What follows belongs to an exercise in optimizing a design on an open flow for a short achievable clock period and few clock cycles; a production flow would make more cautious choices. Only simulation tests tie the RTL to the original design; equivalence was not proved. Power figures rest on the tool's default switching activity, not on a simulated workload.

## mipsCore
module mipsCore (
    input  logic               CLK,
    input  logic               rst_n,
    output logic [32-1:0] o_pc,
    input  logic [32-1:0] i_instr,
    output logic [32-1:0] o_memAddr,
    output logic [32-1:0] o_memWrData,
    output logic               o_memWrite,
    output logic               o_memRead,
    input  logic [32-1:0] i_memRdData,
    input  logic               i_memReady
);
export LEC_CHECK = 0
export CAP_MARGIN = 20
export CORE_MARGIN = 2
export CORE_UTILIZATION = 40
export SETUP_SLACK_MARGIN = 5
export SLEW_MARGIN = 20
create_clock -name core_clock -period 8.0 [get_ports {CLK}]
standard.sh (not shown) runs the stock make flow with config.mk's settings and CLKGATE_MAP_FILE= SYNTH_SCRIPT=/design/flow/synth_recipe.tcl, a recipe that flattens the netlist after the stock synthesis.
==> flow/flow/run.sh <==
#!/bin/bash
# The standard layout (the standard.sh, unchanged settings and steps),
# except that synthesis leaves full and half adders to abc as plain gates
# instead of mapping them to the platform's adder cells: an empty
# ADDER_MAP_FILE skips ORFS's extract_fa/techmap adder step. Registers,
# their names and cell types are the same as in the standard synthesis.
set -euo pipefail
export ADDER_MAP_FILE=
bash standard.sh > flow_make.log 2>&1
Testbench counts at the start, summed over its fixed seeds: cycles 29,431.
Next try:
==> flow/run.sh (new file) <==
#!/bin/bash
# synth_recipe.tcl (not shown) runs the flow's synth.tcl, then flattens the netlist and writes it again
# the make line also repeats each setting of config.mk as NAME=value (left out here)
make -C /OpenROAD-flow-scripts/flow DESIGN_CONFIG=/design/flow/config.mk WORK_HOME=/design/flow/orfs CLKGATE_MAP_FILE= SYNTH_SCRIPT=/design/flow/synth_recipe.tcl finish
removed: flow/flow/run.sh
removed: flow/standard.sh
The changed run finished with timing, DRC and antenna clean.
Die area came out lower by 1.4%.
Sequential share of layout area drops by 0.47 points.
Synthesized cell count came out lower by 3.7%.
Power is lower by 0.51%.
Wire length barely changes.
Final cell count drops by 1.9%.
Fmax came out lower by 6.8%.
Via count falls by 1.7%.

Another version of the RTL of mipsCore (not shown whole).
Size: roughly 6400 cells after synthesis, ~1400 flip-flops.
Settings: LEC_CHECK=0, CAP_MARGIN=20, CORE_MARGIN=2, CORE_UTILIZATION=50, PLACE_DENSITY=0.68, SETUP_SLACK_MARGIN=5, SLEW_MARGIN=20; clock period 8.0 ns.
==> flow/flow/run.sh <==
#!/bin/bash
# The standard layout (the standard.sh, unchanged settings and steps),
# except that synthesis leaves full and half adders to abc as plain gates
# instead of mapping them to the platform's adder cells: an empty
# ADDER_MAP_FILE skips ORFS's extract_fa/techmap adder step. Registers,
# their names and cell types are the same as in the standard synthesis.
set -euo pipefail
export ADDER_MAP_FILE=
bash standard.sh > flow_make.log 2>&1
Testbench counts at the start, summed over its fixed seeds: cycles 27,765.
Rerun with:
- CORE_UTILIZATION: 50 -> 40
- GPL_ROUTABILITY_DRIVEN: default -> 0
- PLACE_DENSITY: 0.68 -> default
- final area fell by about 0.34%
- hold slack hardly moves
- utilization falls by 13 points
- worst setup slack gets worse by 0.045 ns
- critical path depth goes up by 2
- routed wire length increases by about 2.3%
- final cell count increases by 5.2%
- flip-flop and latch count does not change
- global-route usage goes down by 6.6 points
Rerun with:
- CORE_UTILIZATION: 40 -> 45
- GPL_ROUTABILITY_DRIVEN: 0 -> default
- PLACE_DENSITY: default -> 0.64
After rerunning: Global-route usage is higher by 2.6 points. Die area is lower by 11%. Routed wire length is lower by 3.3%. Total power stays flat. Non-clock buffer count is higher by 117. Utilization is higher by 6.8 points.

run Y:
mipsCore, a different RTL version from the one above (not shown whole).
For scale: ~5300 cells after synthesis, about 1400 flip-flops, roughly 170 I/O pins.
Settings: LEC_CHECK=0, ABC_CLOCK_PERIOD_IN_PS=3000, CAP_MARGIN=20, CORE_MARGIN=2, CORE_UTILIZATION=40, SETUP_SLACK_MARGIN=4, SLEW_MARGIN=20; clock period 8.0 ns.
run.sh (not shown) runs the stock make flow with config.mk's settings and CLKGATE_MAP_FILE= SYNTH_SCRIPT=/design/flow/synth_recipe.tcl, a recipe that flattens the netlist after the stock synthesis.
Stock flow here: none of the scripts above is used.
In summary, run Y completed successfully, with a layout that passed the timing, DRC and antenna checks.
Testbench counts of run Y, summed over its fixed seeds: cycles 35,110.
Modified inputs, run E compared to run Y
--- a/flow/config.mk
+++ b/flow/config.mk
@@ -7,3 +7,2 @@
 export LEC_CHECK = 0
-export ABC_CLOCK_PERIOD_IN_PS = 3000
 export CAP_MARGIN = 20
@@ -11,3 +10,2 @@
 export CORE_UTILIZATION = 40
-export SETUP_SLACK_MARGIN = 4
 export SLEW_MARGIN = 20
Results
Per the comparison of run E with run Y, final clock period utilization by the worst path now sits higher, worst setup slack now sits lower, static leakage now sits lower, sequential group power now sits at about the same level.
Run E vs run Y, clock period minus worst slack went up by 1700 ps.
Relative to run Y, the total half-perimeter wirelength after legalization and detailed placement of run E is lower by 3100 µm.
In run E the total power turned out 3.1% lower than in run Y.
Power share of the clock group (run E over run Y): increase, 1.9 points
Maximum ir drop on the vdd rail: run E worse than run Y
Summary — post-layout instance area, run E relative to run Y: lower, by 7.4%.
The higher power drawn by the combinational cells came out of run Y.

[static timing again, ports no longer ideal]
The results above use ideal ports. As a check the final layouts listed here were re-extracted and re-timed, cells and wires unchanged. Step 1, drivers: a clkbuf_16 drives CLK and a buf_2 each remaining input, both assumed. Step 2, shift: input delay + t, output delay - t, t = (earliest + latest rising clock arrival at the registers) / 2. This alone moves slack from input paths to output paths. a / b / c = ideal / step 1 / step 2; a / b = the first two.
| run | t, ns | slack for setup (ns) | worst setup path after step 2 | pins driven straight from the clock port |
|---|---|---|---|---|
| the first run of note 1 | 0.915 | 4.172 / 4.089 / 3.174 | input to register | 1 |
| the second run of note 1 | 0.913 | 3.893 / 3.893 / 3.168 | input to register | 1 |
| the first run of note 2 | 0.887 | 4.423 / 4.134 / 3.247 | input to register | 1 |
| the second run of note 2 | 0.945 | 4.378 / 4.112 / 3.168 | input to register | 1 |
| the third run of note 2 | 0.910 | 4.490 / 4.126 / 3.216 | input to register | 1 |
| run Y | 0.903 | 2.760 / 2.760 / 2.760 | register to register | 1 |
| run E | 0.893 | 1.065 / 1.065 / 1.065 | register to register | 1 |
After both steps every run listed still meets setup and hold. For the third run of note 2, which loses most, drivers alone change the setup slack by -0.364 ns; drivers and shift together by -1.274 ns.
